Background: an optimization exercise with open tools, aiming at small area and a short achievable clock period. Do not read the settings as production practice. Function was checked by simulation only, so behaviour that the tests miss may differ from the original. Power is estimated from default activity; no workload was simulated.

== v15 ==
// lfsr_trng_core
module lfsr_trng_core #(
    parameter int              n          = 32,
    parameter int              DATA_WIDTH = 32,
    parameter int              ADDR_WIDTH = 32,
    parameter int              RAM_DEPTH  = 100,
    parameter logic [DATA_WIDTH-1:0] LFSR_TAPS = lfsr_trng_core_pkg::LFSR_TAPS_DEFAULT,
    parameter logic [DATA_WIDTH-1:0] LFSR_SEED = lfsr_trng_core_pkg::LFSR_SEED_DEFAULT
) (
    input  logic                  clk,
    input  logic                  rst,
    input  logic                  request,
    input  logic                  we_i,
    input  logic                  rd_i,
    input  logic [ADDR_WIDTH-1:0] addr_i,
    output logic [DATA_WIDTH-1:0] rnd,
    output logic [DATA_WIDTH-1:0] data_o,
    output logic [n-1:0]          count
);
Size: ~6800 cells after synthesis, ~3300 flip-flops, about 130 I/O pins, ~120000 µm² of cells after synthesis.
clock: 4.0 ns
lec_check: 0
cap_margin: 5
core_margin: 2
core_utilization: 55
cts_cluster_diameter: 80
cts_cluster_size: 20
setup_slack_margin: 2.0
slew_margin: 5
synth_hierarchical: 1
tns_end_percent: 10
standard.sh (not shown) runs the stock make flow with config.mk's settings and CLKGATE_MAP_FILE= SYNTH_SCRIPT=/design/flow/synth_recipe.tcl, a recipe that flattens the netlist after the stock synthesis.
==> flow/flow/run.sh <==
#!/bin/bash
# The standard layout, with the resizer allowed to change a cell's drive
# strength during timing repair (the platform otherwise only swaps cells of
# the same footprint, which in sky130hd means no resizing at all).
set -euo pipefail
bash standard.sh MATCH_CELL_FOOTPRINT=0 finish > flow_make.log 2>&1
Modified inputs, v17 compared to v15
diff --git a/flow/config.mk b/flow/config.mk
--- a/flow/config.mk
+++ b/flow/config.mk
@@ -9,8 +9,8 @@
 export CORE_MARGIN = 2
-export CORE_UTILIZATION = 55
+export CORE_UTILIZATION = 60
 export CTS_CLUSTER_DIAMETER = 80
 export CTS_CLUSTER_SIZE = 20
-export SETUP_SLACK_MARGIN = 2.0
+export SETUP_SLACK_MARGIN = 1.9
 export SLEW_MARGIN = 5
 export SYNTH_HIERARCHICAL = 1
-export TNS_END_PERCENT = 10
+export TNS_END_PERCENT = 5
Results
As far as combinational power is concerned, v15 and v17 perform about the same. Re sequential cell count: no difference whatsoever between v15 and v17. Comparing v15 and v17, the higher detailed-routed wire length on met3 is on v17. v17 closes out successfully: all stages finished, all timing, DRC and antenna checks passed. v17 ended up with a higher global-route usage than v15 did. Going from v15 to v17, final cell count shrank by a few percent. Relative to v15, the non-clock buffer count of v17 is lower by 1.6%. v15 → v17: floorplan die area shrank by 8.3%; worst hold slack held steady; sum of routed wire length over all layers grew by 4.3%; area taken by flip-flops and latches held steady.
Setup changes, v17 to v9
diff --git a/flow/config.mk b/flow/config.mk
--- a/flow/config.mk
+++ b/flow/config.mk
@@ -9,8 +9,7 @@
 export CORE_MARGIN = 2
-export CORE_UTILIZATION = 60
+export CORE_UTILIZATION = 55
 export CTS_CLUSTER_DIAMETER = 80
 export CTS_CLUSTER_SIZE = 20
-export SETUP_SLACK_MARGIN = 1.9
+export SETUP_SLACK_MARGIN = 1.8
 export SLEW_MARGIN = 5
 export SYNTH_HIERARCHICAL = 1
-export TNS_END_PERCENT = 5
[summary]
Sequential share of layout area: higher on v9. Going from v17 to v9, post-route clock skew shrank by 0.0037 ns, post-CTS repair timing setup buffer count increased by 66 relative to the old numbers, met3 track demand over resource in global routing has decreased. Final worst slack is higher on v17. v9 vs. v17: post-CTS resize count went up by 330. Synthesized cell count: v9 vs v17 identical. Compared with v17, v9 shows a lower global-route wire length before repair.
The inputs of v34 differ from those of v9 as listed below.
diff --git a/flow/config.mk b/flow/config.mk
--- a/flow/config.mk
+++ b/flow/config.mk
@@ -12,4 +12,5 @@
 export CTS_CLUSTER_SIZE = 20
-export SETUP_SLACK_MARGIN = 1.8
+export SETUP_SLACK_MARGIN = 1.9
 export SLEW_MARGIN = 5
 export SYNTH_HIERARCHICAL = 1
+export TNS_END_PERCENT = 10
==> comparison <==
Looking at quantity of gates resized following cts, v34 sits 305 below v9.
On routed metal-1 wirelength, v34 and v9 are basically level.
Design area: v34 vs v9, no meaningful difference
Per the comparison of v34 with v9, fraction of the cycle the final worst path needs fell 1.0 points, wire length of the first global-routing pass fell about 0.55%, first-iteration DRC count fell 126.
Per the comparison of v34 with v9, combinational gate power was more or less identical; met2 demand-to-capacity share in global routing went down by 0.35 points.
Post-layout worst setup margin in v34 vs v9: up 0.040 ns
Between v9 and v34, the synthesis-to-layout area growth does not differ in any meaningful way.

-- what the ideal ports hide --
The results above use ideal ports. As a check the final layouts listed here were re-extracted and re-timed, cells and wires unchanged.
Step 1: set_driving_cell puts a clkbuf_16 on clk and a buf_2 on each other input, an assumption about the parent block.
Step 2 adds t to the input delays and takes it off the output delays; t is the mean of the earliest and latest rising clock arrival at the registers after step 1. Input paths then give back, and output paths get back, about the clock's delay inside the block.
Slacks: ideal ports / drivers / drivers and shift; pairs: ideal ports / drivers.
run	shift t [ns]	slack for setup (ns)	hold slack, ns
v15	0.966	1.474 / 1.542 / 0.577	0.480 / 0.480 / 0.480
v17	0.980	1.458 / 1.454 / 0.474	0.480 / 0.480 / 0.480
v9	0.949	1.446 / 1.484 / 0.535	0.511 / 0.511 / 0.511
v34	0.959	1.486 / 1.555 / 0.596	0.486 / 0.486 / 0.486
After both steps setup and hold are still met in every run listed. For v17, which loses most, drivers alone change the setup slack by -0.004 ns; drivers and shift together by -0.984 ns.
